This is an optimization exercise on Yosys and OpenROAD, whose aim is small area and a short achievable clock period, not a production implementation.
At most, simulation tests tie the RTL to the original design; equivalence was not proved.
For runs 1 to 5, only the layout was checked, not whether the RTL still works.
Power is estimated from default activity; no workload was simulated.

**flow/config.mk**
```make
export PLATFORM = sky130hd
export DESIGN_NAME = execCore
export DESIGN_NICKNAME = execCore
export VERILOG_FILES = /design/flow/design.v
export SDC_FILE = /design/flow/constraint.sdc
export NUM_CORES = 4
export LEC_CHECK = 0
export CAP_MARGIN = 20
export CORE_MARGIN = 2
export CORE_UTILIZATION = 40
export SLEW_MARGIN = 20
```
**flow/constraint.sdc**
```tcl
create_clock -name core_clock -period 5.5 [get_ports {clk}]
set_input_delay 1.1000 -clock core_clock [delete_from_list [all_inputs] [get_ports {clk}]]
set_output_delay 1.1000 -clock core_clock [all_outputs]
set_load 0.01 [all_outputs]
```
**flow/design.v**
```verilog
package cr16IsaPkg;
	typedef enum logic [3:0] {
		OP_REG   = 4'b0000,  
		OP_ANDI  = 4'b0001,
		OP_ORI   = 4'b0010,
		OP_XORI  = 4'b0011,
		OP_ADDI  = 4'b0101,
		OP_SHIFT = 4'b1000,  
		OP_SUBI  = 4'b1001,
		OP_CMPI  = 4'b1011,
		OP_MOVI  = 4'b1101,
		OP_LUI   = 4'b1111
	} opcodeT;
	typedef enum logic [3:0] {
		EXT_LSHI = 4'b0000,  
		EXT_AND  = 4'b0001,
		EXT_OR   = 4'b0010,
		EXT_XOR  = 4'b0011,
		EXT_LSH  = 4'b0100,
		EXT_ADD  = 4'b0101,
		EXT_SUB  = 4'b1001,
		EXT_CMP  = 4'b1011,
		EXT_MOV  = 4'b1101
	} extT;
	localparam int unsigned OP_MSB       = 15;
	localparam int unsigned OP_LSB       = 12;
	localparam int unsigned DST_MSB      = 11;  
	localparam int unsigned DST_LSB      = 8;
	localparam int unsigned EXT_MSB      = 7;
	localparam int unsigned EXT_LSB      = 4;
	localparam int unsigned SRC_MSB      = 3;   
	localparam int unsigned SRC_LSB      = 0;
	localparam int unsigned IMM_MSB      = 7;
	localparam int unsigned IMM_LSB      = 0;
	localparam int unsigned CNT_SIGN_BIT = 4;   
	localparam int unsigned IMM_WIDTH    = IMM_MSB - IMM_LSB + 1;
endpackage
package cr16DpPkg;
	typedef enum logic [2:0] {
		ALU_ADD = 3'b000,
		ALU_AND = 3'b001,
		ALU_OR  = 3'b010,
		ALU_XOR = 3'b011,
		ALU_SUB = 3'b100
	} aluOpT;
	typedef enum logic [1:0] {
		RES_ALU   = 2'b00,
		RES_SHIFT = 2'b01,
		RES_OPB   = 2'b10,  
		RES_LUI   = 2'b11
	} resultSrcT;
	typedef enum logic [1:0] {
		FLAG_NONE  = 2'b00,
		FLAG_ARITH = 2'b01,  
		FLAG_CMP   = 2'b10   
	} flagUpdT;
endpackage
`timescale 1ns/10ps
module regFile (
	input  logic                       clk,
	input  logic                       rstN,
	input  logic [4-1:0] srcAddr,
	input  logic [4-1:0] dstAddr,
	input  logic                       wrEn,
	input  logic [16-1:0]     wrData,
	output logic [16-1:0]     srcData,
	output logic [16-1:0]     dstData,
	output logic [4-1:0] wbReg,
	output logic [16-1:0]     wbData
);
	logic [16-1:0] regs [16];  
	logic [16-1:0]  valid;              
	logic [16-1:0]  wbHit;              
	logic [16-1:0]  arrayUse;           
	logic [16-1:0]  srcSel, dstSel;
	always_ff @(posedge clk or negedge rstN) begin
		if (!rstN) begin
			wbReg  <= '0;
			wbData <= '0;
		end else if (wrEn) begin
			wbReg  <= dstAddr;
			wbData <= wrData;
		end
	end
	always_comb begin
		for (int i = 0; i < 16; i++) begin
			wbHit[i] = (wbReg == i);
		end
	end
	always_ff @(posedge clk) begin
		for (int i = 0; i < 16; i++) begin
			if (wbHit[i])
				regs[i] <= wbData;
		end
	end
	always_ff @(posedge clk or negedge rstN) begin
		if (!rstN)
			valid <= '0;
		else
			valid <= valid | wbHit;
	end
	assign arrayUse = valid & ~wbHit;
	always_comb begin
		for (int i = 0; i < 16; i++) begin
			srcSel[i] = (srcAddr == i) & arrayUse[i];
			dstSel[i] = (dstAddr == i) & arrayUse[i];
		end
		srcData = (srcAddr == wbReg) ? wbData : '0;
		dstData = (dstAddr == wbReg) ? wbData : '0;
		for (int i = 0; i < 16; i++) begin
			srcData = srcData | ({16{srcSel[i]}} & regs[i]);
			dstData = dstData | ({16{dstSel[i]}} & regs[i]);
		end
	end
endmodule
`timescale 1ns/10ps
module alu
(
	input  logic [16-1:0] regSrc,       
	input  logic [16-1:0] regDst,       
	input  logic                   sub,          
	input  logic                   arith,        
	input  logic [3:1]             lut,          
	output logic [16-1:0] aluResult,
	output logic                   aluCarry,
	output logic                   aluLow,
	output logic                   aluOverflow,
	output logic                   aluZero,
	output logic                   aluNegative
);
	localparam int W = 16;
	logic [W-1:0] a, b, p, g, h;
	logic [W:0]   c;  
	assign a = regDst;
	assign b = regSrc ^ {W{sub}};
	assign p = a ^ b;
	assign g = a & b & {W{arith}};
	always_comb begin
		for (int i = 0; i < W; i++) begin
			h[i] = b[i] ? (a[i] ? lut[3] : lut[1]) : (a[i] & lut[2]);
		end
	end
	logic [W-1:0] gg [0:4];
	logic [W-1:0] pp [0:4];
	always_comb begin
		gg[0] = g;
		pp[0] = p;
		gg[0][0] = g[0] | (p[0] & sub);
		for (int l = 0; l < 4; l++) begin
			gg[l+1] = gg[l];
			pp[l+1] = pp[l];
			for (int i = 0; i < W; i++) begin
				if ((i >> l) & 1) begin
					gg[l+1][i] = gg[l][i] | (pp[l][i] & gg[l][((i >> l) << l) - 1]);
					pp[l+1][i] = pp[l][i] & pp[l][((i >> l) << l) - 1];
				end
			end
		end
	end
	assign c[0] = sub;
	assign c[W:1] = gg[4];
	assign aluResult = h ^ (c[W-1:0] & {W{arith}});
	assign aluCarry    = c[W] ^ sub;
	assign aluOverflow = c[W] ^ c[W-1];
	assign aluLow      = ~c[W];
	assign aluZero     = &p;
	assign aluNegative = p[W-1] ^ c[W-1] ^ aluOverflow;
endmodule
`timescale 1ns/10ps
module shifter (
	input  logic [16-1:0] value,        
	input  logic [4:0]             shiftCount,   
	output logic [16-1:0] rotated,      
	output logic [16-1:0] keep          
);
	localparam int W = 16;
	logic [W-1:0] r1, r2, r4;
	assign r1      = shiftCount[0] ? {value[W-2:0], value[W-1]}  : value;
	assign r2      = shiftCount[1] ? {r1[W-3:0], r1[W-1:W-2]}    : r1;
	assign r4      = shiftCount[2] ? {r2[W-5:0], r2[W-1:W-4]}    : r2;
	assign rotated = shiftCount[3] ? {r4[W-9:0], r4[W-1:W-8]}    : r4;
	always_comb begin
		for (int j = 0; j < W; j++) begin
			keep[j] = (j >= shiftCount[3:0]) ^ shiftCount[4];
		end
	end
endmodule
`timescale 1ns/10ps
module execControl
(
	input  logic                       clk,
	input  logic                       rstN,
	input  logic                       instrValid,   
	input  logic [15:0]                instr,
	input  logic [16-1:0]     srcData,      
	input  logic                       aluCarry,
	input  logic                       aluLow,
	input  logic                       aluOverflow,
	input  logic                       aluZero,
	input  logic                       aluNegative,
	output logic [4-1:0] srcAddr,
	output logic [4-1:0] dstAddr,
	output logic [16-1:0]     opB,          
	output logic                       sub,
	output logic                       arith,
	output logic [3:1]                 lut,
	output logic                       useShift,
	output logic [4:0]                 shiftCount,   
	output logic                       wrEn,
	output logic                       wbValid,
	output logic                       carry,
	output logic                       low,
	output logic                       overflow,
	output logic                       zero,
	output logic                       negative
);
	logic [3:0] op, ext;
	logic [7:0] imm;
	logic       isReg, isAnd, isOr, isXor, isAdd, isSub, isCmp, isMov, isLui, isShift, countImm;
	logic       known, updArith, updCmp;
	assign op      = instr[15:12];
	assign dstAddr = instr[11:8];
	assign ext     = instr[7:4];
	assign srcAddr = instr[3:0];
	assign imm     = instr[7:0];
	assign isReg    = (op == 4'h0);
	assign isAnd    = isReg ? (ext == 4'h1) : (op == 4'h1);
	assign isOr     = isReg ? (ext == 4'h2) : (op == 4'h2);
	assign isXor    = isReg ? (ext == 4'h3) : (op == 4'h3);
	assign isAdd    = isReg ? (ext == 4'h5) : (op == 4'h5);
	assign isSub    = isReg ? (ext == 4'h9) : (op == 4'h9);
	assign isCmp    = isReg ? (ext == 4'hB) : (op == 4'hB);
	assign isMov    = isReg ? (ext == 4'hD) : (op == 4'hD);
	assign isLui    = (op == 4'hF);
	assign countImm = (ext[3:1] == 3'b000);
	assign isShift  = (op == 4'h8) && ((ext == 4'h4) || countImm);
	assign known = isAnd | isOr | isXor | isAdd | isSub | isCmp | isMov | isLui | isShift;
	always_comb begin
		if (isReg)
			opB = srcData;
		else if (op == 4'hF)
			opB = {imm, 8'h00};
		else if (op[3] ^ op[2])  
			opB = {{8{imm[7]}}, imm};
		else
			opB = {8'h00, imm};
	end
	assign sub   = isSub | isCmp;
	assign arith = isAdd | isSub | isCmp;
	assign lut[1] = ~isAnd;
	assign lut[2] = ~(isAnd | isMov | isLui);
	assign lut[3] = isAnd | isOr | isMov | isLui;
	assign useShift   = (op == 4'h8);
	assign shiftCount = countImm ? instr[4:0] : srcData[4:0];
	assign wrEn     = instrValid && known && !isCmp;
	assign updArith = instrValid && (isAdd | isSub);
	assign updCmp   = instrValid && isCmp;
	always_ff @(posedge clk or negedge rstN) begin
		if (!rstN) begin
			wbValid  <= 1'b0;
			carry    <= 1'b0;
			low      <= 1'b0;
			overflow <= 1'b0;
			zero     <= 1'b0;
			negative <= 1'b0;
		end else begin
			wbValid <= wrEn;
			if (updArith) begin
				carry    <= aluCarry;
				overflow <= aluOverflow;
			end
			if (updCmp) begin
				low      <= aluLow;
				zero     <= aluZero;
				negative <= aluNegative;
			end
		end
	end
endmodule
`timescale 1ns/10ps
module execCore
(
	input  logic                       clk,
	input  logic                       rstN,
	input  logic                       instrValid,
	input  logic [15:0]                instr,
	output logic                       wbValid,
	output logic [4-1:0] wbReg,
	output logic [16-1:0]     wbData,
	output logic                       carry,
	output logic                       low,
	output logic                       overflow,
	output logic                       zero,
	output logic                       negative
);
	logic [4-1:0] srcAddr, dstAddr;
	logic [16-1:0]     srcData, dstData, wrData;
	logic                       wrEn;
	logic [16-1:0] opB, aluResult, rotated, keep;
	logic                   sub, arith, useShift;
	logic [3:1]             lut;
	logic [4:0]             shiftCount;
	logic                   aluCarry, aluLow, aluOverflow, aluZero, aluNegative;
	execControl i_control (
		.clk         (clk),
		.rstN        (rstN),
		.instrValid  (instrValid),
		.instr       (instr),
		.srcData     (srcData),
		.aluCarry    (aluCarry),
		.aluLow      (aluLow),
		.aluOverflow (aluOverflow),
		.aluZero     (aluZero),
		.aluNegative (aluNegative),
		.srcAddr     (srcAddr),
		.dstAddr     (dstAddr),
		.opB         (opB),
		.sub         (sub),
		.arith       (arith),
		.lut         (lut),
		.useShift    (useShift),
		.shiftCount  (shiftCount),
		.wrEn        (wrEn),
		.wbValid     (wbValid),
		.carry       (carry),
		.low         (low),
		.overflow    (overflow),
		.zero        (zero),
		.negative    (negative)
	);
	regFile i_regFile (
		.clk     (clk),
		.rstN    (rstN),
		.srcAddr (srcAddr),
		.dstAddr (dstAddr),
		.wrEn    (wrEn),
		.wrData  (wrData),
		.srcData (srcData),
		.dstData (dstData),
		.wbReg   (wbReg),
		.wbData  (wbData)
	);
	alu i_alu (
		.regSrc      (opB),
		.regDst      (dstData),
		.sub         (sub),
		.arith       (arith),
		.lut         (lut),
		.aluResult   (aluResult),
		.aluCarry    (aluCarry),
		.aluLow      (aluLow),
		.aluOverflow (aluOverflow),
		.aluZero     (aluZero),
		.aluNegative (aluNegative)
	);
	shifter i_shifter (
		.value       (dstData),
		.shiftCount  (shiftCount),
		.rotated     (rotated),
		.keep        (keep)
	);
	assign wrData = useShift ? (rotated & keep) : aluResult;
endmodule
```
**flow/run.sh**
```bash
#!/bin/bash
# synth_recipe.tcl (not shown) runs the flow's synth.tcl, then flattens the netlist and writes it again
# the make line also repeats each setting of config.mk as NAME=value (left out here)
make -C /OpenROAD-flow-scripts/flow DESIGN_CONFIG=/design/flow/config.mk WORK_HOME=/design/flow/orfs CLKGATE_MAP_FILE= SYNTH_SCRIPT=/design/flow/synth_recipe.tcl finish
```
==> flow_metrics.tcl, run 1 <==
set metrics [dict create \
    synth_ff_type "edfxtp_1" \
    hold-path-endpoint "i_control.carry$_DFFE_PN0P_" \
    yosys.area.top_type_share_pct 47.77 \
    grt_use_total_pct 33.75 \
    skew_ns 0.02559 \
    cts_root_buf "clkbuf_16" \
    path_max_fanout 14 \
    timing.final.crit_share_pct 94.96 \
    final_common_cell "edfxtp_1" \
    place_inst 2082 \
    antenna_found_initial 2 \
    die_area_um2 41850 \
    worst_slack_ns 0.2773 \
    cellLeakagePower_uw 0.007417 \
    cp-start-kind "input port" \
    dp_hpwl_um 51600 \
    register_area_um2 8741 \
    r2r-start "i_regFile.wbReg[1]$_DFFE_PN0P_" \
    hold_path_depth 2 \
    hold_class "reg -> reg" \
    wirelength_um 71300 \
    setup_violations 0 \
    critPathLaunch "instr[0]" \
    drv_slew 0 \
    path_common_cell "buf_4" \
    nNetsFinal 1633 \
    synth-seq-area-share_pct 54.30 \
    n_fill_cell 3548 \
    r2r_end "i_regFile.wbData[14]$_DFFE_PN0P_" \
    layout_common_cells "256 x edfxtp_1, 250 x buf_4, 155 x a22oi_1" \
    grt_pass1_vias 13779 \
    drt_iter0_drc 2332 \
    syn_to_final_growth_pct 25.24 \
    synth_area_leaders "edfxtp_1 48%, a22oi_1 7.2%, dfrtp_1 6.5%" \
    ant_nets 0 \
    syn_inst 1359 \
    grt_overflow 0 \
    relSlewSlack_pct 19.53 \
    htree_num_levels 2 \
    multi_input_area_um2 6738 \
    numCtsBuffers 35 \
    p_per_area_nw_per_um2 423.7 \
    cp_slowest_cell "nor4bb_1" \
    path_class "in -> reg" \
    wire_per_inst_um 33.21 \
    hold_violations 0 \
    preCtsSetupSlack_ns -0.2779 \
    cts.sinks 298 \
    drv_cap 0 \
    worstHoldStart "i_control.carry$_DFFE_PN0P_" \
    drive_above_1_share_pct 23.44 \
    max_freq_ghz 0.1915 \
    post-route-util_pct 50.72 \
    critical_path_arrival_ns 5.63 \
    synth_nets 1397 \
    synth_edf_count 256 \
    status "no timing/DRC/antenna violations" \
    async_flop_share_pct 14.09 \
    drc 0 \
    cts_tree "yes" \
    ctsLongestPathBuffers 3 \
    required_ns 5.91 \
    end_kind "flop" \
    rsz0062_at_grt "no" \
    cts_hold_buf 0 \
    yosysWarnings 7 \
    vias 14565 \
    syn_avg_cell_area_um2 11.84 \
    synth-seq-cells 298 \
    r2r_setup_slack_ns 0.41 \
    start_util_pct 40.50 \
    max_stage_delay_ns 0.43 \
    synth_area_leader_cell "edfxtp_1" \
    grt_max_degree 43 \
    grt_pass1_wl_um 100000 \
    worstPathCellList "clkdlybuf4s50_1 > buf_4 > buf_4 > nor4bb_1 > and3_1 > buf_12 > a21oi_1 > and3_1 > a41oi_1 > buf_4 > xnor2_1 > inv_1 > ha_1 > a21o_1 > a21o_1 > a21oi_1 > o21ai_0 > a32oi_1 > buf_4 > o21ai_0 > a22oi_1 > xor2_1 > a22oi_1 > o21ai_0" \
    post_cts_buffers 0 \
    gp_congestion 0.9900 \
    finalCriticalPeriod_ns 5.223 \
    core_um2 39730 \
    syn_area_um2 16090 \
    row_count 73 \
    r2r_cells 21 \
    post_synth_num_cell_types 82 \
    dr.pass1.iters 6 \
    die_y_um 204.6 \
    clk_latency_ns 0.55 \
    cts.clk_slew.worst_paths_ns 0.06 \
    io_pins 45 \
    ir_worst_vdd_v 0.0002780 \
    cts_resized 0 \
    port_buffers 44 \
    die_width_um 204.6 \
    fin_cells 2147 \
    viasPerCell 6.784 \
    tightest_slew_ns 1.206 \
]
-- registers in the layout, summed over array words and instances (netlist names) --
register and cells:
i_regFile.regs 256, i_regFile.valid 16, i_regFile.wbData 16, i_regFile.wbReg 4, i_control.carry 1, i_control.low 1, i_control.negative 1, i_control.overflow 1
i_control.wbValid 1, i_control.zero 1
-- cell families after synthesis --
logic type,share of synthesized area (%)
compound gates,18.03
xor+xnor,2.340
fa+ha+maj,1.477
buf+inv,4.082
flops,54.30
mux,4.416
simple gates,15.35
-- worst max-delay path by stage --
stage / end / depth (start not counted)
finish: i_regFile.wbData[14]$_DFFE_PN0P_ / 24
global route: i_regFile.wbData[14]$_DFFE_PN0P_ / 23
CTS: i_regFile.wbData[14]$_DFFE_PN0P_ / 23
detailed placement: i_regFile.wbData[14]$_DFFE_PN0P_ / 23
global placement: i_regFile.wbData[14]$_DFFE_PN0P_ / 23
floorplan: i_regFile.wbData[7]$_DFFE_PN0P_ / 19
-- metrics by stage --
stage               setup TNS (ns)  instance area [um^2]  total power (uW)  hold slack, ns
floorplan                        0                 16090              4706          0.4404
global placement            -1.462                 18950              6157          0.4642
detailed placement          -1.535                 18970              6171          0.4680
CTS                              0                 20100              8467          0.4837
global route                     0                 20150              8818          0.5014
finish                           0                 20150              8539          0.4790
-- cell type report --
| cell class | instances | share of cell area, % |
|---|---|---|
| tap | 525 | 3.259 |
| clock buffer | 40 | 4.594 |
| clock inverter | 23 | 0.9809 |
| timing repair buffer | 317 | 13.75 |
| antenna | 1 | 0.01242 |
| inverter | 32 | 0.5960 |
| sequential | 298 | 43.37 |
| multi-input combinational | 911 | 33.43 |
-- worst max-delay path, delay by kind of cell --
kind            cells  cell delay, ns
simple gates        3            0.93
xor+xnor            2            0.26
buf+inv             7            1.34
compound gates     11            1.78
fa+ha+maj           1            0.22
-- layer usage --
layer  global-route usage, %  part of all wire, %  routed length [um]  vias up
li1                        -                    -                   -     6036
met1                   45.71                   38               27110     7164
met2                   51.05                   43               30960     1139
met3                   8.463                   13                9534      224
met4                   15.14                  5.2                3678        2
met5                       0                0.024                  17        -
-- cells in the mapped netlist (all sizes together) (6+ instances only) --
| master | n |
|---|---|
| a221oi | 13 |
| nand2 | 52 |
| and3 | 59 |
| a22oi | 155 |
| nor3b | 7 |
| mux2 | 16 |
| buf | 38 |
| o21ai | 19 |
| a222oi | 36 |
| xnor2 | 33 |
| xor2 | 10 |
| inv | 31 |
| edfxtp | 256 |
| or2 | 13 |
| o22ai | 16 |
| ha | 19 |
| nor3 | 20 |
| nand2b | 21 |
| a22o | 27 |
| nand3 | 28 |
| a31oi | 12 |
| and4b | 8 |
| a21o | 9 |
| nand4bb | 6 |
| a41oi | 8 |
| or3 | 6 |
| nor4 | 7 |
| nor4b | 8 |
| mux2i | 53 |
| nand4 | 75 |
| and2 | 9 |
| clkbuf | 80 |
| nor2 | 37 |
| and4 | 13 |
| dfrtp | 42 |
| nor4bb | 10 |
| a21oi | 42 |
-- report_power, final --
part	internal, uW	total [uW]	leakage (uW)	switching [uW]
registers	3050	3430	0.00281	374
clock network	1320	2300	0.000531	988
logic	1120	2810	0.00408	1690
==> run 2: changes to the inputs <==
--- a/flow/config.mk
+++ b/flow/config.mk
@@ -10,2 +10,3 @@
 export CORE_UTILIZATION = 40
+export SETUP_SLACK_MARGIN = 1.5
 export SLEW_MARGIN = 20
==> run 2 against run 1 <==
Effect of this change:
- combinational power increased by 18%
- cell count is 4.1% higher
- largest power group unchanged
- critical path type unchanged
- via count is 4.2% higher
- still clean
- critical path depth down 6
- sequential share of layout area fell by 3.8 points
- die area stayed put
- hold slack better by 0.012 ns
==> flow_metrics.tcl, run 2 <==
set metrics [dict create \
    synth-seq-cells 298 \
    cp_slowest_cell "a222oi_1" \
    finalCriticalPeriod_ns 4.546 \
    yosysWarnings 7 \
    muxShareOfSynthArea_pct 4.416 \
    layout_common_cells "296 x buf_4, 256 x edfxtp_1, 152 x a22oi_1" \
    fin_cells 2236 \
    die_area_um2 41850 \
    grt_max_degree 43 \
    syn_to_final_growth_pct 37.31 \
    viasPerCell 6.789 \
    async_flop_share_pct 14.09 \
    path_max_fanout 7 \
    synth_ff_type "edfxtp_1" \
    cts.clk_slew.worst_paths_ns 0.06 \
    synth_simple_gate_area_share_pct 15.35 \
    grt_overflow 0 \
    worstPathCellList "dlygate4sd2_1 > buf_6 > buf_6 > nand4bb_4 > nor3b_4 > buf_4 > a222oi_1 > nand4_1 > or2_4 > ha_1 > a21o_1 > a21o_1 > a21oi_2 > o21ai_2 > a32oi_4 > o22a_2 > xor2_2 > a211o_1" \
    grt_use_total_pct 35.37 \
    reg_top3 "i_regFile.regs: 256 flops, i_regFile.valid: 16 flops, i_regFile.wbData: 16 flops" \
    synth_edf_count 256 \
    preCtsSetupSlack_ns -0.3297 \
    drv_cap 0 \
    synth_top_family_by_area "compound AO/OA/AOI/OAI gates" \
    ctsLongestPathBuffers 3 \
    final_common_cell "buf_4" \
    status "no timing/DRC/antenna violations" \
    die_width_um 204.6 \
    hold_violations 0 \
    drive_above_1_share_pct 36.78 \
    yosys.area.top_type_share_pct 47.77 \
    cts.sinks 298 \
    fin_tns_setup_ns 0 \
    rsz0062_at_grt "yes" \
    synth_area_leader_cell "edfxtp_1" \
    die_y_um 204.6 \
    row_count 73 \
    wirelength_um 74320 \
    nNetsFinal 1719 \
    place_inst 2058 \
    p_per_area_nw_per_um2 413.6 \
    finalPower_uw 9139 \
    synth_nets 1397 \
    syn_inst 1359 \
    synth-seq-area-share_pct 54.30 \
    hold_class "reg -> reg" \
    max_freq_ghz 0.2200 \
    synth_common_cells "256 x edfxtp_1, 155 x a22oi_1, 80 x clkbuf_1" \
    relSlewSlack_pct 19.32 \
    grt_pass1_vias 14454 \
    setup_violations 0 \
    io_pins 45 \
    ant_nets 0 \
    synth-adder-area-share_pct 1.477 \
    cp-start-kind "input port" \
    drv_slew 0 \
    worst_slack_ns 0.9539 \
    synth-compound-area-share_pct 18.03 \
    cts_tree "yes" \
    port_buffers 44 \
    tightest_slew_ns 1.209 \
    max_stage_delay_ns 0.53 \
    largest_reg_flops 256 \
    ir_worst_vdd_v 0.0002990 \
    syn_area_um2 16090 \
    drt_iter0_drc 2462 \
    wire_per_inst_um 33.24 \
    skew_ns 0.01238 \
    vias 15180 \
    cts_root_buf "clkbuf_16" \
    numCtsBuffers 37 \
    critical_path_arrival_ns 5.00 \
    synthXorXnorAreaFrac_pct 2.340 \
    syn_avg_cell_area_um2 11.84 \
    max_flop_register "i_regFile.regs" \
    grt_pass1_wl_um 105100 \
    post_synth_num_cell_types 82 \
    drc 0 \
    cellLeakagePower_uw 0.008180 \
    clk_latency_ns 0.57 \
    end_kind "flop" \
    synth.most_common_cell "edfxtp_1" \
    path_class "in -> reg" \
    start_util_pct 40.50 \
    timing.final.crit_share_pct 82.66 \
    htree_num_levels 2 \
    dp_hpwl_um 51510 \
    antenna_found_initial 3 \
    required_ns 5.95 \
    cts_hold_buf 0 \
    dr.pass1.iters 8 \
    core_um2 39730 \
    gp_congestion 0.9939 \
    synth_area_leaders "edfxtp_1 48%, a22oi_1 7.2%, dfrtp_1 6.5%" \
]
[run 2: layout make-up]
type                       count  area (um^2)
antenna                        1        2.502
clock inverter                21        168.9
timing repair buffer         401         3595
fill                        3327        17640
sequential                   298         8743
clock buffer                  47         1005
multi-input combinational    911         7804
inverter                      32        121.4
tap                          525        656.9
[run 2: through the flow]
step,util (%),instance area (um^2),hold WS [ns]
floorplan,-,16450,0.4404
global placement,47.63,18920,0.4602
detailed placement,47.74,18970,0.4638
CTS,54.35,21600,0.4853
global route,55.61,22090,0.5167
finish,55.61,22100,0.4914
[run 2: kinds of logic after synthesis]
family | after synthesis
fa+ha+maj | 19
flops | 298
buf+inv | 150
mux | 69
compound gates | 380
simple gates | 400
xor+xnor | 43
[run 2: repair_timing]
action,CTS,global route
hold endpoints to repair,0,0
gates cloned,5,0
setup endpoints to repair,21,21
pin swaps,70,48
buffers inserted,83,21
gates resized for setup,189,73
[run 2: path summary, 6_finish.rpt]
check,start,end,slack (ns),cells after the start
setup / recovery,instr[11],i_regFile.wbData[15]$_DFFE_PN0P_,0.95,18
hold / removal,i_control.carry$_DFFE_PN0P_,i_control.carry$_DFFE_PN0P_,0.49,2
setup reg to reg,i_regFile.wbReg[0]$_DFFE_PN0P_,i_regFile.wbData[15]$_DFFE_PN0P_,0.98,18
hold reg to reg,i_control.carry$_DFFE_PN0P_,i_control.carry$_DFFE_PN0P_,0.49,2
max in group asynchronous,rstN,i_regFile.wbReg[3]$_DFFE_PN0P_,4.38,2
min in group asynchronous,rstN,i_regFile.valid[7]$_DFF_PN0_,0.65,2
[run 2: critical path: cells and delay by family]
kind,cells,cell delay [ns]
adder cells (fa/ha/maj),1,0.29
AND/OR/NAND/NOR,4,0.78
XOR/XNOR,1,0.10
buffers and inverters,4,0.73
AO/OA/AOI/OAI,8,1.99
[run 2: metal layers]
layer | GRT usage, % | wire [um]
met4 | 14.47 | 3326
met3 | 10.37 | 9913
met1 | 49.56 | 29480
met5 | 0 | 13
met2 | 51.11 | 31590
[run 2: power by group]
part           total [uW]  internal, uW  switching [uW]
sequential           3430          3050             376
combinational        3310          1420            1900
clock                2390          1360            1030
==> run 3: changes to the inputs <==
--- a/flow/config.mk
+++ b/flow/config.mk
@@ -10,2 +10,3 @@
 export CORE_UTILIZATION = 40
+export GPL_TIMING_DRIVEN = 0
 export SETUP_SLACK_MARGIN = 1.5
==> run 3 against run 2 <==
Effect of this change:
- still clean on timing, DRC and antenna
- sequential cell count is the same
- clock-buffer cell count shrank 8
- via count grew 0.29%
- hold slack lost 0.019 ns
- total power grew 0.41%
- critical endpoint is now i_regFile.wbData[14]$_DFFE_PN0P_
==> flow_metrics.tcl, run 3 <==
set metrics [dict create \
    viasPerCell 7.124 \
    setup_violations 0 \
    synth_area_leader_cell "edfxtp_1" \
    start_util_pct 40.50 \
    swShare_pct 35.37 \
    antenna_found_initial 3 \
    fin_hold_ws_ns 0.4719 \
    required_ns 5.90 \
    reg_top3 "i_regFile.regs: 256 flops, i_regFile.valid: 16 flops, i_regFile.wbData: 16 flops" \
    die_y_um 204.6 \
    die_area_um2 41850 \
    wirelength_um 73580 \
    vias 15224 \
    worstPathCellList "buf_4 > buf_4 > nand4b_1 > buf_4 > and3_1 > buf_2 > clkbuf_16 > a22o_1 > a221oi_2 > a41oi_2 > xnor2_2 > inv_2 > ha_4 > a21o_1 > a21o_1 > a21oi_4 > o21ai_2 > a32oi_2 > buf_6 > o21ai_4 > a22oi_2 > xor2_1 > a22oi_1 > o21ai_1" \
    ir_worst_vdd_v 0.0002240 \
    cts_tree "yes" \
    p_per_area_nw_per_um2 421.4 \
    cts_root_buf "clkbuf_16" \
    syn_to_final_growth_pct 35.33 \
    cellLeakagePower_uw 0.007821 \
    die_width_um 204.6 \
    synth_area_leaders "edfxtp_1 48%, a22oi_1 7.2%, dfrtp_1 6.5%" \
    synth-seq-cells 298 \
    synth_common_cells "256 x edfxtp_1, 155 x a22oi_1, 80 x clkbuf_1" \
    wire_per_inst_um 34.43 \
    cp_slowest_cell "dfrtp_1" \
    hold_violations 0 \
    max_stage_delay_ns 0.41 \
    core_um2 39730 \
    hold_class "reg -> reg" \
    cts.sinks 298 \
    comb_power_share_pct 31.7 \
    drv_slew 0 \
    gp_congestion 0.9964 \
    path_class "reg -> reg" \
    numCtsBuffers 34 \
    max_freq_ghz 0.2060 \
    layout_common_cells "256 x edfxtp_1, 149 x a22oi_1, 125 x buf_4" \
    largest_reg_flops 256 \
    row_count 73 \
    synth-seq-area-share_pct 54.30 \
    nNetsFinal 1623 \
    skew_ns 0.01232 \
    intPower_uw 5931 \
    r2r_cells 24 \
    path_buf_inv 7 \
    syn_avg_cell_area_um2 11.84 \
    drt_iter0_drc 3109 \
    synth_edf_count 256 \
    hold_path_depth 1 \
    port_buffers 40 \
    tightest_slew_ns 1.192 \
    yosysWarnings 7 \
    io_pins 45 \
    critical_path_arrival_ns 5.26 \
    status "no timing/DRC/antenna violations" \
    rsz0062_at_grt "yes" \
    cts_hold_buf 0 \
    r2r_setup_slack_ns 0.65 \
    drive_above_1_share_pct 32.46 \
    syn_inst 1359 \
    synth_ff_type "edfxtp_1" \
    post_synth_num_cell_types 82 \
    dr.pass1.iters 9 \
    async_flop_share_pct 14.09 \
    dp_hpwl_um 47540 \
    finalCriticalPeriod_ns 4.854 \
    grt_pass1_vias 14226 \
    r2r_end "i_regFile.wbData[14]$_DFFE_PN0P_" \
    drc 0 \
    grt_overflow 0 \
    clockPowerShare_pct 28.7 \
    path_max_fanout 10 \
    cts.clk_slew.worst_paths_ns 0.06 \
    timing.final.crit_share_pct 88.25 \
    seq_power_share_pct 39.6 \
    cp-start-kind "flop" \
    htree_num_levels 2 \
    hold-path-endpoint "i_regFile.valid[0]$_DFF_PN0_" \
    grt_pass1_wl_um 102500 \
    power_switching_uw 3245 \
    ctsLongestPathBuffers 3 \
    grt_use_total_pct 34.70 \
    syn_area_um2 16090 \
    post-route-util_pct 54.81 \
    ant_nets 0 \
    end_kind "flop" \
    grt_max_degree 43 \
    r2r-start "i_regFile.wbReg[0]$_DFFE_PN0P_" \
    clk_latency_ns 0.55 \
    path_delay_family "compound AO/OA/AOI/OAI gates" \
    yosys.area.top_type_share_pct 47.77 \
    path_common_cell "buf_4" \
    drv_cap 0 \
    worstHoldStart "i_regFile.valid[0]$_DFF_PN0_" \
    relSlewSlack_pct 20.44 \
    max_flop_register "i_regFile.regs" \
    final_common_cell "edfxtp_1" \
    synth_nets 1397 \
    synth.most_common_cell "edfxtp_1" \
]
-- run 3: logic make-up (layout without fill, tap and decap cells) --
| group | Yosys count | after routing | synth area share, % |
|---|---|---|---|
| buffers and inverters | 150 | 402 | 4.082 |
| adders and majority gates | 19 | 19 | 1.477 |
| xor gates and xnor gates | 43 | 43 | 2.340 |
| AOI/OAI and AO/OA | 380 | 380 | 18.03 |
| muxes | 69 | 69 | 4.416 |
| other | 0 | 1 | 0 |
| DFF | 298 | 298 | 54.30 |
| and+or+nand+nor | 400 | 400 | 15.35 |
-- run 3: cell type report --
cell class	instances	area [um^2]
sequential	298	8740
fill	3249	17950
timing repair buffer	190	1698
clock inverter	23	379.1
antenna	1	2.502
inverter	32	122.6
multi-input combinational	911	7943
buffer	118	1325
clock buffer	39	910.9
tap	525	656.9
-- run 3: through the flow --
stage / power (uW) / TNS (ns) / area [um^2] / setup WS, ns / cells
2_1_floorplan: 4747 / 0 / 16450 / 0.8060 / 1359
3_3_place_gp: 5801 / -25.52 / 17510 / -1.641 / 1924
3_5_place_dp: 5814 / -20.44 / 17610 / -1.515 / 1932
4_1_cts: 8817 / 0 / 21090 / 0.8348 / 2105
5_1_grt: 9401 / 0 / 21770 / 0.5714 / 2136
6_report: 9176 / 0 / 21780 / 0.6460 / 2137
-- run 3: per-layer routing --
| layer | vias to the layer above | GRT usage, % | share of wire [%] |
|---|---|---|---|
| li1 | 6016 | - | - |
| met1 | 7406 | 47.67 | 37 |
| met2 | 1470 | 49.48 | 40 |
| met3 | 328 | 10.80 | 16 |
| met4 | 4 | 16.93 | 6.5 |
| met5 | - | 0 | 0.037 |
-- run 3: how the worst max path moves through the flow --
stage                                   startpoint                          endpoint  slack [ns]  cells past startpoint
global route        i_regFile.wbReg[0]$_DFFE_PN0P_  i_regFile.wbData[11]$_DFFE_PN0P_        0.57                     23
detailed placement                        instr[2]  i_regFile.wbData[14]$_DFFE_PN0P_       -1.52                     21
CTS                 i_regFile.wbReg[2]$_DFFE_PN0P_  i_regFile.wbData[11]$_DFFE_PN0P_        0.83                     23
floorplan                                 instr[3]  i_regFile.wbData[14]$_DFFE_PN0P_        0.81                     21
global placement                          instr[2]  i_regFile.wbData[14]$_DFFE_PN0P_       -1.64                     21
finish              i_regFile.wbReg[0]$_DFFE_PN0P_  i_regFile.wbData[14]$_DFFE_PN0P_        0.65                     24
-- run 3: power by group through the flow --
stage	combinational, uW	sequential (uW)	clock (uW)
floorplan	1350	3400	0
global placement	2170	3630	0
detailed placement	2180	3630	0
CTS	2600	3590	2620
global route	3020	3660	2720
finish	2910	3630	2630
-- run 3: what timing repair did --
| item | CTS | global route |
|---|---|---|
| cloned | 7 | 0 |
| setup buffers | 104 | 30 |
| pin swaps | 72 | 64 |
| setup endpoints to repair | 26 | 26 |
| hold endpoints to repair | 0 | 0 |
| resized for setup | 318 | 92 |
==> run 4: changes to the inputs <==
--- a/flow/config.mk
+++ b/flow/config.mk
@@ -11,3 +11,2 @@
 export GPL_TIMING_DRIVEN = 0
-export SETUP_SLACK_MARGIN = 1.5
 export SLEW_MARGIN = 20
==> run 4 against run 3 <==
Effect of this change:
- now fails the layout checks on setup timing
- non-clock buffer count shrank 127
- clock-buffer cell count is 2 higher
- synthesized cell count stayed put
- final area shrank 12%
- total power is 9.4% lower
- sequential share of layout area rose by 5.4 points
- largest power group unchanged
==> flow_metrics.tcl, run 4 <==
set metrics [dict create \
    n_fill_cell 3520 \
    yosys.area.top_type_share_pct 47.77 \
    max_freq_ghz 0.1802 \
    finalCriticalPeriod_ns 5.549 \
    intPower_uw 5268 \
    io_pins 45 \
    nNetsFinal 1496 \
    post_synth_num_cell_types 82 \
    ir_worst_vdd_v 0.0002017 \
    die_area_um2 41850 \
    path_max_fanout 10 \
    cts_hold_buf 0 \
    fin_tns_setup_ns -0.04894 \
    reg_top3 "i_regFile.regs: 256 flops, i_regFile.valid: 16 flops, i_regFile.wbData: 16 flops" \
    fin_cells 2009 \
    grt_overflow 0 \
    grt_pass1_vias 13589 \
    grt_use_total_pct 34.38 \
    synth_nets 1397 \
    synth_common_cells "256 x edfxtp_1, 155 x a22oi_1, 80 x clkbuf_1" \
    critical_path_arrival_ns 5.93 \
    drv_cap 0 \
    fin_area_um2 19190 \
    worst_slack_ns -0.04894 \
    async_flop_share_pct 14.09 \
    htree_num_levels 2 \
    place_inst 1933 \
    synth-seq-area-share_pct 54.30 \
    syn_to_final_growth_pct 19.28 \
    clk_latency_ns 0.55 \
    cp-start-kind "input port" \
    synth_ff_type "edfxtp_1" \
    p_per_area_nw_per_um2 433.0 \
    cellLeakagePower_uw 0.006643 \
    setup_violations 1 \
    comb_power_share_pct 28.4 \
    largest_reg_flops 256 \
    viasPerCell 7.111 \
    drt_iter0_drc 2514 \
    numCtsBuffers 34 \
    ctsLongestPathBuffers 3 \
    final_common_cell "edfxtp_1" \
    cts_tree "yes" \
    synth_area_leaders "edfxtp_1 48%, a22oi_1 7.2%, dfrtp_1 6.5%" \
    synth_area_leader_cell "edfxtp_1" \
    syn_inst 1359 \
    drc 0 \
    layout_common_cells "256 x edfxtp_1, 154 x a22oi_1, 75 x nand4_1" \
    dr.pass1.iters 8 \
    diodes 0 \
    hold_violations 0 \
    violations "setup timing" \
    clockPowerShare_pct 27.7 \
    power_switching_uw 3043 \
    syn_avg_cell_area_um2 11.84 \
    swShare_pct 36.61 \
    path_class "in -> reg" \
    cts.sinks 298 \
    ant_nets 0 \
    die_width_um 204.6 \
    status "failed layout checks" \
    tightest_slew_ns 1.186 \
    yosysWarnings 7 \
    synth.most_common_cell "edfxtp_1" \
    antenna_found_initial 0 \
    drive_above_1_share_pct 17.79 \
    cts_root_buf "clkbuf_16" \
    core_um2 39730 \
    end_kind "flop" \
    hold_class "reg -> reg" \
    row_count 73 \
    required_ns 5.88 \
    port_buffers 40 \
    start_util_pct 40.50 \
    relSlewSlack_pct 20.82 \
    timing.final.crit_share_pct 100.9 \
    gp_congestion 1.009 \
    dp_hpwl_um 48940 \
    grt_max_degree 29 \
    synth_edf_count 256 \
    wire_per_inst_um 35.99 \
    skew_ns 0.02276 \
    wirelength_um 72300 \
    seq_power_share_pct 43.9 \
    grt_pass1_wl_um 101100 \
    post-route-util_pct 48.31 \
    synth-seq-cells 298 \
    die_y_um 204.6 \
    max_flop_register "i_regFile.regs" \
    drv_slew 0 \
    cts.clk_slew.worst_paths_ns 0.07 \
    placed_cell_area_um2 17260 \
    vias 14287 \
    syn_area_um2 16090 \
]
==> run 4: worst paths after layout <==
check / cells past startpoint / slack, ns / from / endpoint
hold / removal: 2 / 0.48 / i_control.carry$_DFFE_PN0P_ / i_control.carry$_DFFE_PN0P_
hold reg to reg: 2 / 0.48 / i_control.carry$_DFFE_PN0P_ / i_control.carry$_DFFE_PN0P_
setup / recovery: 20 / -0.05 / instr[10] / i_regFile.wbData[11]$_DFFE_PN0P_
min in group asynchronous: 1 / 0.50 / rstN / i_control.wbValid$_DFF_PN0_
setup reg to reg: 21 / -0.03 / i_regFile.wbReg[3]$_DFFE_PN0P_ / i_regFile.wbData[11]$_DFFE_PN0P_
max in group asynchronous: 2 / 4.47 / rstN / i_regFile.wbData[12]$_DFFE_PN0P_
==> run 4: cell families (layout without fill, tap and decap cells) <==
family | after synthesis | count (layout) | share of synthesized area (%)
and+or+nand+nor | 400 | 400 | 15.35
muxes | 69 | 69 | 4.416
adders and majority gates | 19 | 19 | 1.477
xor gates and xnor gates | 43 | 43 | 2.340
buffers and inverters | 150 | 275 | 4.082
DFF | 298 | 298 | 54.30
AOI/OAI and AO/OA | 380 | 380 | 18.03
==> run 4: layout make-up <==
cell class              count  area [um^2]  share of cell area (%)
flip-flops and latches    298         8738                   45.53
well taps                 525        656.9                   3.422
clock inverters            21        219.0                   1.141
plain buffers             104        694.4                   3.618
multi-input cells         911         7131                   37.15
repair buffers             77        735.7                   3.833
clock buffers              41        898.4                   4.681
inverters                  32        120.1                  0.6258
==> run 4: through the flow <==
step | worst slack (ns) | hold slack [ns] | total power [uW]
3_3_place_gp | -2.042 | 0.4630 | 5796
3_5_place_dp | -1.926 | 0.4711 | 5819
2_1_floorplan | 0.3657 | 0.4404 | 4706
4_1_cts | 0.005445 | 0.4863 | 8141
6_report | -0.04894 | 0.4833 | 8311
5_1_grt | -0.01936 | 0.5190 | 8529
==> run 4: per-layer routing <==
layer	GRT usage, %	wire, um
met1	44.88	26710
met2	50.76	30660
met3	10.29	9989
met4	19.59	4948
met5	0	0
==> run 4: power by group through the flow <==
stage / clock, uW / combinational [uW] / sequential [uW]
floorplan: 0 / 1300 / 3400
CTS: 2300 / 2230 / 3620
global placement: 0 / 2140 / 3660
global route: 2390 / 2460 / 3680
detailed placement: 0 / 2160 / 3660
finish: 2300 / 2360 / 3650
==> run 4: repair_timing <==
item	4_1_cts	5_1_grt
endpoints found under the setup margin	21	10
gates resized for setup	120	83
setup buffers	11	16
pin swaps	9	16
==> run 4: critical path, stage by stage <==
cell	delay (ns)
buf_2	0.19
nor4bb_1	0.44
and3_1	0.55
clkbuf_4	0.45
a22oi_1	0.14
nand3_1	0.10
or2_0	0.33
clkbuf_2	0.30
ha_1	0.29
a21o_1	0.20
a21o_1	0.18
a21oi_2	0.18
o22ai_4	0.12
buf_4	0.20
a21oi_2	0.19
nor2_1	0.09
o31ai_2	0.30
xnor2_1	0.17
a22oi_1	0.20
o221ai_1	0.17
==> run 5: changes to the inputs <==
--- a/flow/design.v
+++ b/flow/design.v
@@ -79,5 +79,6 @@
 			wbData <= '0;
-		end else if (wrEn) begin
-			wbReg  <= dstAddr;
-			wbData <= wrData;
+		end else begin
+			if (wrEn)
+				wbReg <= dstAddr;
+			wbData <= wrData;  
 		end
@@ -123,3 +124,5 @@
 	input  logic [3:1]             lut,          
-	output logic [16-1:0] aluResult,
+	input  logic                   selAlu,       
+	input  logic [16-1:0] other,        
+	output logic [16-1:0] nextValue,
 	output logic                   aluCarry,
@@ -161,3 +164,6 @@
 	assign c[W:1] = gg[4];
-	assign aluResult = h ^ (c[W-1:0] & {W{arith}});
+	logic [W-1:0] next0, next1;
+	assign next0     = selAlu ? h  : other;
+	assign next1     = selAlu ? ~h : other;
+	assign nextValue = (next1 & c[W-1:0]) | (next0 & ~c[W-1:0]);
 	assign aluCarry    = c[W] ^ sub;
@@ -298,3 +304,4 @@
 	logic                       wrEn;
-	logic [16-1:0] opB, aluResult, rotated, keep;
+	logic [16-1:0] opB, other, rotated, keep;
+	logic                   selAlu;
 	logic                   sub, arith, useShift;
@@ -348,3 +355,5 @@
 		.lut         (lut),
-		.aluResult   (aluResult),
+		.selAlu      (selAlu),
+		.other       (other),
+		.nextValue   (wrData),
 		.aluCarry    (aluCarry),
@@ -361,3 +370,4 @@
 	);
-	assign wrData = useShift ? (rotated & keep) : aluResult;
+	assign selAlu = wrEn & ~useShift;
+	assign other  = wrEn ? (rotated & keep) : wbData;
 endmodule
--- a/flow/config.mk
+++ b/flow/config.mk
@@ -10,3 +10,3 @@
 export CORE_UTILIZATION = 40
-export GPL_TIMING_DRIVEN = 0
+export SETUP_SLACK_MARGIN = 1.5
 export SLEW_MARGIN = 20
==> run 5 against run 4 <==
Effect of this change:
- now clean on timing, DRC and antenna
- global-route usage grew 4.9 points
- highest routed layer unchanged
- largest power group unchanged
- largest cell class unchanged
- critical path type unchanged
- via count up 10%
- die area is 2.3% higher
==> flow_metrics.tcl, run 5 <==
set metrics [dict create \
    drv_cap 0 \
    status "no timing/DRC/antenna violations" \
    htree_num_levels 2 \
    placed_cell_area_um2 19290 \
    hold_violations 0 \
    io_pins 45 \
    timing.final.crit_share_pct 81.84 \
    worstPathCellList "clkdlybuf4s15_1 > buf_6 > nor4bb_1 > and3_2 > buf_4 > a22oi_1 > and4_1 > nand3_2 > ha_1 > a21o_1 > a21o_1 > a21oi_2 > o21ai_2 > a22o_1 > a22oi_2 > buf_4 > xnor2_1 > mux2_2" \
    dp_hpwl_um 57540 \
    fin_area_um2 22820 \
    cts.sinks 298 \
    synth_ff_type "edfxtp_1" \
    skew_ns 0.01517 \
    reg_top3 "i_regFile.regs: 256 flops, i_regFile.valid: 16 flops, i_regFile.wbData: 16 flops" \
    diodes 0 \
    path_class "in -> reg" \
    row_count 74 \
    grt_max_degree 43 \
    synth-seq-cells 298 \
    preCtsSetupSlack_ns -0.3224 \
    antenna_found_initial 0 \
    dr.pass1.iters 7 \
    path_buf_inv 4 \
    hold_class "reg -> reg" \
    ant_nets 0 \
    vias 15778 \
    port_buffers 44 \
    ir_worst_vdd_v 0.0002883 \
    drc 0 \
    r2r_setup_slack_ns 1.04 \
    fin_cells 2292 \
    nNetsFinal 1771 \
    path_max_fanout 17 \
    synth_edf_count 256 \
    synth_area_leaders "edfxtp_1 47%, dfrtp_1 6.4%, a22oi_1 5.8%" \
    place_inst 2104 \
    grt_overflow 0 \
    fin_tns_setup_ns 0 \
    drt_iter0_drc 2317 \
    layout_common_cells "290 x buf_4, 256 x edfxtp_1, 109 x a22oi_1" \
    grt_use_total_pct 39.23 \
    synth_common_cells "256 x edfxtp_1, 127 x a22oi_1, 96 x nand4_1" \
    wire_per_inst_um 36.45 \
    die_width_um 206.9 \
    cts_root_buf "clkbuf_16" \
    syn_to_final_growth_pct 38.60 \
    die_y_um 206.9 \
    yosys.area.top_type_share_pct 46.69 \
    synth_area_leader_cell "edfxtp_1" \
    synth_nets 1443 \
    cts.clk_slew.worst_paths_ns 0.06 \
    critical_path_arrival_ns 4.96 \
    clk_latency_ns 0.57 \
    largest_reg_flops 256 \
    synth.most_common_cell "edfxtp_1" \
    core_um2 40740 \
    drive_above_1_share_pct 36.70 \
    grt_pass1_vias 15492 \
    max_stage_delay_ns 0.39 \
    async_flop_share_pct 14.09 \
    setup_violations 0 \
    finalCriticalPeriod_ns 4.501 \
    die_area_um2 42800 \
    p_per_area_nw_per_um2 415.7 \
    grt_pass1_wl_um 115700 \
    n_fill_cell 3409 \
    syn_avg_cell_area_um2 11.72 \
    required_ns 5.95 \
    synth-seq-area-share_pct 53.07 \
    cellLeakagePower_uw 0.008474 \
    syn_area_um2 16460 \
    path_delay_family "compound AO/OA/AOI/OAI gates" \
    yosysWarnings 7 \
    cp_slowest_cell "nor4bb_1" \
    final_common_cell "buf_4" \
    gp_congestion 1.032 \
    post-route-util_pct 56.01 \
    post_synth_num_cell_types 88 \
    max_freq_ghz 0.2222 \
    numCtsBuffers 35 \
    end_kind "flop" \
    cp-start-kind "input port" \
    drv_slew 0 \
    viasPerCell 6.884 \
    start_util_pct 40.41 \
    cts_tree "yes" \
    rsz0062_at_grt "yes" \
    tightest_slew_ns 1.215 \
    worst_slack_ns 0.9987 \
    max_flop_register "i_regFile.regs" \
    wirelength_um 83530 \
    relSlewSlack_pct 18.91 \
    ctsLongestPathBuffers 3 \
    syn_inst 1405 \
]
==> run 5: changes by cell type after synthesis, moves of 12 or more <==
cell | previous run | this run
mux2i_1 | 53 | 36
a221oi_1 | 12 | 26
a22o_1 | 27 | 75
clkbuf_1 | 80 | 64
a21oi_1 | 41 | 53
buf_2 | 21 | 39
a22oi_1 | 155 | 127
nand4_1 | 75 | 96
xor2_1 | 10 | 24
a222oi_1 | 36 | 3
==> run 5: routing by layer <==
layer / vias up / share of wire [%] / track usage [%]
met2: 1223 / 43 / 59.82
met5: - / 0 / 0
met4: 0 / 7.4 / 23.23
met3: 351 / 12 / 11.04
met1: 7823 / 37 / 49.80
li1: 6381 / - / -
==> run 5: path summary, 6_finish.rpt <==
kind,cells past startpoint,endpoint,startpoint
worst min-delay path,2,i_control.zero$_DFFE_PN0P_,i_control.zero$_DFFE_PN0P_
worst max-delay path,18,i_control.carry$_DFFE_PN0P_,instr[10]
worst max register to register,18,i_control.carry$_DFFE_PN0P_,i_regFile.wbReg[3]$_DFFE_PN0P_
max in group asynchronous,2,i_regFile.wbReg[3]$_DFFE_PN0P_,rstN
worst min register to register,2,i_control.zero$_DFFE_PN0P_,i_control.zero$_DFFE_PN0P_
min in group asynchronous,2,i_regFile.valid[0]$_DFF_PN0_,rstN
==> run 5: final cells by class <==
cell class | count | area [um^2] | share of cell area, %
Clock buffer | 45 | 943.4 | 4.134
Clock inverter | 19 | 245.2 | 1.075
Inverter | 35 | 131.4 | 0.5757
Multi-Input combinational cell | 953 | 8234 | 36.08
Sequential cell | 298 | 8748 | 38.34
Tap cell | 532 | 665.6 | 2.917
Timing Repair Buffer | 410 | 3851 | 16.88
==> run 5: what timing repair did <==
action,in CTS,in global routing
hold buffers,0,0
pin swaps,101,76
setup buffers,100,20
gates resized for setup,218,73
endpoints found under the hold margin,0,0
cloned,4,0
setup endpoints to repair,21,21
==> run 5: per-stage QoR <==
step | power (uW) | hold slack (ns)
after detailed placement | 6437 | 0.4637
final | 9486 | 0.4870
after CTS | 9231 | 0.4856
after global placement | 6451 | 0.4656
after global routing | 9729 | 0.5186
after floorplan | 4920 | 0.4404
==> run 5: cell families (layout without fill, tap and decap cells) <==
logic type	after synthesis	count (layout)	share of synthesized area, %
AND/OR/NAND/NOR	433	433	16.34
multiplexers	54	54	3.807
AO/OA/AOI/OAI	397	397	18.34
flip-flops	298	298	53.07
buffers and inverters	154	509	4.332
adder cells (fa/ha/maj)	19	19	1.444
XOR/XNOR	50	50	2.660
==> run 5: tightest hold or removal path, stage by stage (launching register included) <==
cell     delay, ns
dfrtp_1       0.34
nand2_1       0.05
o21ai_1       0.06
==> run 5: report_power, final <==
| part | leakage (uW) | switching, uW | internal, uW | total (uW) |
|---|---|---|---|---|
| Sequential | 0.00283 | 476 | 3080 | 3560 |
| Clock | 0.000578 | 1020 | 1460 | 2480 |
| Combinational | 0.00507 | 2020 | 1430 | 3450 |
==> run 6: changes to the inputs <==
--- a/flow/design.v
+++ b/flow/design.v
@@ -79,6 +79,5 @@
 			wbData <= '0;
-		end else begin
-			if (wrEn)
-				wbReg <= dstAddr;
-			wbData <= wrData;  
+		end else if (wrEn) begin
+			wbReg  <= dstAddr;
+			wbData <= wrData;
 		end
@@ -124,5 +123,3 @@
 	input  logic [3:1]             lut,          
-	input  logic                   selAlu,       
-	input  logic [16-1:0] other,        
-	output logic [16-1:0] nextValue,
+	output logic [16-1:0] aluResult,
 	output logic                   aluCarry,
@@ -164,6 +161,3 @@
 	assign c[W:1] = gg[4];
-	logic [W-1:0] next0, next1;
-	assign next0     = selAlu ? h  : other;
-	assign next1     = selAlu ? ~h : other;
-	assign nextValue = (next1 & c[W-1:0]) | (next0 & ~c[W-1:0]);
+	assign aluResult = h ^ (c[W-1:0] & {W{arith}});
 	assign aluCarry    = c[W] ^ sub;
@@ -178,16 +172,7 @@
 	input  logic [4:0]             shiftCount,   
-	output logic [16-1:0] rotated,      
-	output logic [16-1:0] keep          
+	output logic [16-1:0] shiftResult
 );
-	localparam int W = 16;
-	logic [W-1:0] r1, r2, r4;
-	assign r1      = shiftCount[0] ? {value[W-2:0], value[W-1]}  : value;
-	assign r2      = shiftCount[1] ? {r1[W-3:0], r1[W-1:W-2]}    : r1;
-	assign r4      = shiftCount[2] ? {r2[W-5:0], r2[W-1:W-4]}    : r2;
-	assign rotated = shiftCount[3] ? {r4[W-9:0], r4[W-1:W-8]}    : r4;
-	always_comb begin
-		for (int j = 0; j < W; j++) begin
-			keep[j] = (j >= shiftCount[3:0]) ^ shiftCount[4];
-		end
-	end
+	logic [2*16-1:0] wide;
+	assign wide        = {{16{1'b0}}, value} << shiftCount[3:0];
+	assign shiftResult = shiftCount[4] ? wide[2*16-1:16] : wide[16-1:0];
 endmodule
@@ -304,4 +289,3 @@
 	logic                       wrEn;
-	logic [16-1:0] opB, other, rotated, keep;
-	logic                   selAlu;
+	logic [16-1:0] opB, aluResult, shiftResult;
 	logic                   sub, arith, useShift;
@@ -355,5 +339,3 @@
 		.lut         (lut),
-		.selAlu      (selAlu),
-		.other       (other),
-		.nextValue   (wrData),
+		.aluResult   (aluResult),
 		.aluCarry    (aluCarry),
@@ -367,7 +349,5 @@
 		.shiftCount  (shiftCount),
-		.rotated     (rotated),
-		.keep        (keep)
+		.shiftResult (shiftResult)
 	);
-	assign selAlu = wrEn & ~useShift;
-	assign other  = wrEn ? (rotated & keep) : wbData;
+	assign wrData = useShift ? shiftResult : aluResult;
 endmodule
--- a/flow/config.mk
+++ b/flow/config.mk
@@ -10,3 +10,2 @@
 export CORE_UTILIZATION = 40
-export SETUP_SLACK_MARGIN = 1.5
 export SLEW_MARGIN = 20
==> run 6 against run 5 <==
Effect of this change:
- still clean
- clock power decreased by 5%
- sequential share of layout area up 3.6 points
- hold slack better by 0.0012 ns
- register-to-register slack worse by 0.77 ns
- sequential cell count unchanged
- die area is 1.0% higher
- combinational power shrank 6.7%
- synthesized cell count up 3.7%
- cell count shrank 1.4%
- area after synthesis increased by 1.1%
- critical path type unchanged
- largest power group unchanged
- highest routed layer is now met5
==> flow_metrics.tcl, run 6 <==
set metrics [dict create \
    cts_tree "yes" \
    required_ns 5.95 \
    finalCriticalPeriod_ns 5.267 \
    end_kind "flop" \
    path_class "in -> reg" \
    die_area_um2 43250 \
    nNetsFinal 1740 \
    largest_reg_flops 256 \
    syn_area_um2 16640 \
    rsz0062_at_grt "no" \
    yosys.area.top_type_share_pct 46.20 \
    viasPerCell 7.012 \
    synth_edf_count 256 \
    diodes 0 \
    syn_avg_cell_area_um2 11.42 \
    comb_power_share_pct 35.2 \
    grt_pass1_wl_um 117700 \
    synth-seq-cells 298 \
    synth.most_common_cell "edfxtp_1" \
    skew_ns 0.02570 \
    max_stage_delay_ns 0.58 \
    ir_worst_vdd_v 0.0003106 \
    cp-start-kind "input port" \
    max_freq_ghz 0.1899 \
    hold_class "reg -> reg" \
    dr.pass1.iters 8 \
    hold_violations 0 \
    cts_hold_buf 0 \
    grt_pass1_vias 15131 \
    post_synth_num_cell_types 91 \
    grt_overflow 0 \
    worstPathCellList "clkdlybuf4s50_1 > nor4bb_4 > buf_4 > and3_1 > buf_12 > a22oi_1 > and4_1 > a41oi_1 > buf_4 > xnor2_1 > inv_1 > ha_1 > a21o_1 > a21o_1 > a21o_1 > a22o_1 > a41o_1 > a22o_1 > xor2_1 > mux2_2" \
    p_per_area_nw_per_um2 438.8 \
    grt_max_degree 43 \
    synth_ff_type "edfxtp_1" \
    timing.final.crit_share_pct 95.75 \
    core_um2 40920 \
    ant_nets 0 \
    path_buf_inv 5 \
    start_util_pct 40.66 \
    antenna_found_initial 4 \
    path_delay_family "compound AO/OA/AOI/OAI gates" \
    cts_root_buf "clkbuf_16" \
    swShare_pct 38.90 \
    syn_inst 1457 \
    synth_area_leaders "edfxtp_1 46%, dfrtp_1 6.3%, a22oi_1 6.0%" \
    synth_common_cells "256 x edfxtp_1, 134 x a22oi_1, 128 x nand4_1" \
    tightest_slew_ns 1.200 \
    max_flop_register "i_regFile.regs" \
    synth_area_leader_cell "edfxtp_1" \
    status "no timing/DRC/antenna violations" \
    drt_iter0_drc 2835 \
    synth_nets 1495 \
    drive_above_1_share_pct 23.94 \
    fin_hold_ws_ns 0.4882 \
    grt_use_total_pct 38.53 \
    die_y_um 208.0 \
    vias 15855 \
    cts.sinks 298 \
    worst_slack_ns 0.2335 \
    intPower_uw 5587 \
    port_buffers 44 \
    drv_slew 0 \
    synth-seq-area-share_pct 52.52 \
    final_common_cell "buf_4" \
    relSlewSlack_pct 19.90 \
    ctsLongestPathBuffers 3 \
    async_flop_share_pct 14.09 \
    critical_path_arrival_ns 5.71 \
    cts.clk_slew.worst_paths_ns 0.07 \
    syn_to_final_growth_pct 25.25 \
    gp_congestion 1.034 \
    post-route-util_pct 50.93 \
    die_width_um 208.0 \
    preCtsSetupSlack_ns -0.4222 \
    setup_violations 0 \
    clockPowerShare_pct 25.8 \
    row_count 74 \
    path_common_cell "a21o_1" \
    fin_tns_setup_ns 0 \
    dp_hpwl_um 63420 \
    wire_per_inst_um 37.68 \
    drc 0 \
    clk_latency_ns 0.56 \
    drv_cap 0 \
    numCtsBuffers 35 \
    path_max_fanout 6 \
    seq_power_share_pct 39.0 \
    power_switching_uw 3558 \
    cp_slowest_cell "clkdlybuf4s50_1" \
    htree_num_levels 2 \
    wirelength_um 85190 \
    layout_common_cells "272 x buf_4, 256 x edfxtp_1, 134 x a22oi_1" \
    yosysWarnings 6 \
    reg_top3 "i_regFile.regs: 256 flops, i_regFile.valid: 16 flops, i_regFile.wbData: 16 flops" \
    cellLeakagePower_uw 0.007893 \
    io_pins 45 \
]
==> run 6: cell types whose count changed in the layout (fill, tap and decap cells not counted), sizes merged, moves of 9 or more <==
cell and delta:
nand2 +26, buf -73, a22o -20, mux2i +12, clkdlybuf4s50 +9, a222oi +10
nand4 +32, o21ai +10, xor2 -13, nand3 +10
==> run 6: worst register-to-register path, delay by kind of cell (launching register included) <==
kind / cells / cell delay, ns
multiplexers: 1 / 0.26
AND/OR/NAND/NOR: 4 / 1.93
buffers and inverters: 1 / 0.21
flip-flops: 1 / 0.78
AO/OA/AOI/OAI: 8 / 1.54
adder cells (fa/ha/maj): 1 / 0.27
XOR/XNOR: 1 / 0.15
==> run 6: through the flow <==
| stage | total power (uW) | std cells | cell area [um^2] |
|---|---|---|---|
| floorplan | 4864 | 1457 | 16640 |
| global placement | 6715 | 2197 | 19640 |
| detailed placement | 6692 | 2197 | 19640 |
| CTS | 9024 | 2261 | 20790 |
| global route | 9385 | 2261 | 20840 |
| finish | 9145 | 2261 | 20840 |
==> run 6: timing repair <==
| action | CTS | global route |
|---|---|---|
| setup buffers | 0 | 0 |
| setup endpoints to repair | 0 | 6 |
| gates resized for setup | 0 | 9 |
==> run 6: power groups by stage <==
stage               Combinational, uW  Sequential, uW  Clock (uW)
floorplan                        1440            3420           0
global placement                 3130            3590           0
detailed placement               3120            3580           0
CTS                              3120            3530        2370
global route                     3350            3580        2460
finish                           3220            3570        2360
==> run 6: path summary, 6_finish.rpt <==
| path | cells past startpoint | slack, ns | end | from |
|---|---|---|---|---|
| max | 20 | 0.23 | i_control.negative$_DFFE_PN0P_ | instr[2] |
| min | 1 | 0.49 | i_regFile.valid[0]$_DFF_PN0_ | i_regFile.valid[0]$_DFF_PN0_ |
| max reg2reg | 16 | 0.27 | i_control.negative$_DFFE_PN0P_ | i_regFile.wbReg[0]$_DFFE_PN0P_ |
| min reg2reg | 1 | 0.49 | i_regFile.valid[0]$_DFF_PN0_ | i_regFile.valid[0]$_DFF_PN0_ |
| max in group asynchronous | 2 | 4.32 | i_regFile.wbData[0]$_DFFE_PN0P_ | rstN |
| min in group asynchronous | 2 | 0.70 | i_regFile.valid[2]$_DFF_PN0_ | rstN |
==> run 6: logic make-up (layout without fill, tap and decap cells) <==
logic type | count (synthesis) | after routing | synth area share, %
DFF | 298 | 298 | 52.52
muxes | 62 | 62 | 3.760
AOI/OAI and AO/OA | 380 | 380 | 17.53
and+or+nand+nor | 488 | 488 | 17.78
xor gates and xnor gates | 42 | 42 | 2.346
adders and majority gates | 19 | 19 | 1.429
buffers and inverters | 168 | 440 | 4.639
==> run 6: per-layer routing <==
metal / share of wire (%) / GRT usage (%) / vias to the layer above / wire length [um]
li1: - / - / 6398 / -
met3: 13 / 11.35 / 334 / 10990
met4: 6.1 / 18.56 / 2 / 5235
met2: 42 / 56.75 / 1259 / 36050
met5: 0.014 / 0 / - / 12
met1: 39 / 52.01 / 7862 / 32900
==> run 6: layout make-up <==
| type | count | area, um^2 |
|---|---|---|
| fill | 3680 | 20080 |
| sequential | 298 | 8738 |
| multi-input combinational | 991 | 7198 |
| timing repair buffer | 340 | 2960 |
| clock buffer | 40 | 935.9 |
| tap | 532 | 665.6 |
| clock inverter | 24 | 207.7 |
| inverter | 36 | 135.1 |

-- afterwards: timing with drivers on the ports --
No port has a modelled driver above. Below, the same layouts with a new extraction and two added sets of constraints.
Step 1 (the two cells are an assumption about what drives the block):
set clk [get_ports {clk}]
set_driving_cell -lib_cell sky130_fd_sc_hd__clkbuf_16 $clk
set_driving_cell -lib_cell sky130_fd_sc_hd__buf_2 [delete_from_list [all_inputs] $clk]
Step 2 times the ports against the registers' clock, not the clock port: input delays grow and output delays shrink by t, the midpoint of the rising clock arrivals with the driver on.
a / b / c = no drivers / after step 1 / after step 2; a / b = the first two.
run | t (ns) | slack for setup (ns) | worst setup path after step 2 | pins driven straight from the clock port
run 1 | 0.589 | 0.277 / 0.307 / -0.283 | input to register | 1
run 2 | 0.622 | 0.954 / 0.985 / 0.374 | input to register | 1
run 3 | 0.597 | 0.646 / 0.646 / 0.122 | input to register | 1
run 4 | 0.591 | -0.049 / -0.031 / -0.609 | input to register | 1
run 5 | 0.618 | 0.999 / 1.031 / 0.413 | input to register | 1
run 6 | 0.604 | 0.233 / 0.253 / -0.351 | input to register | 1
Met with ideal ports but missed after step 2: setup timing in run 1 and run 6. For run 5, which loses most, drivers alone change the setup slack by +0.032 ns; drivers and shift together by -0.586 ns.
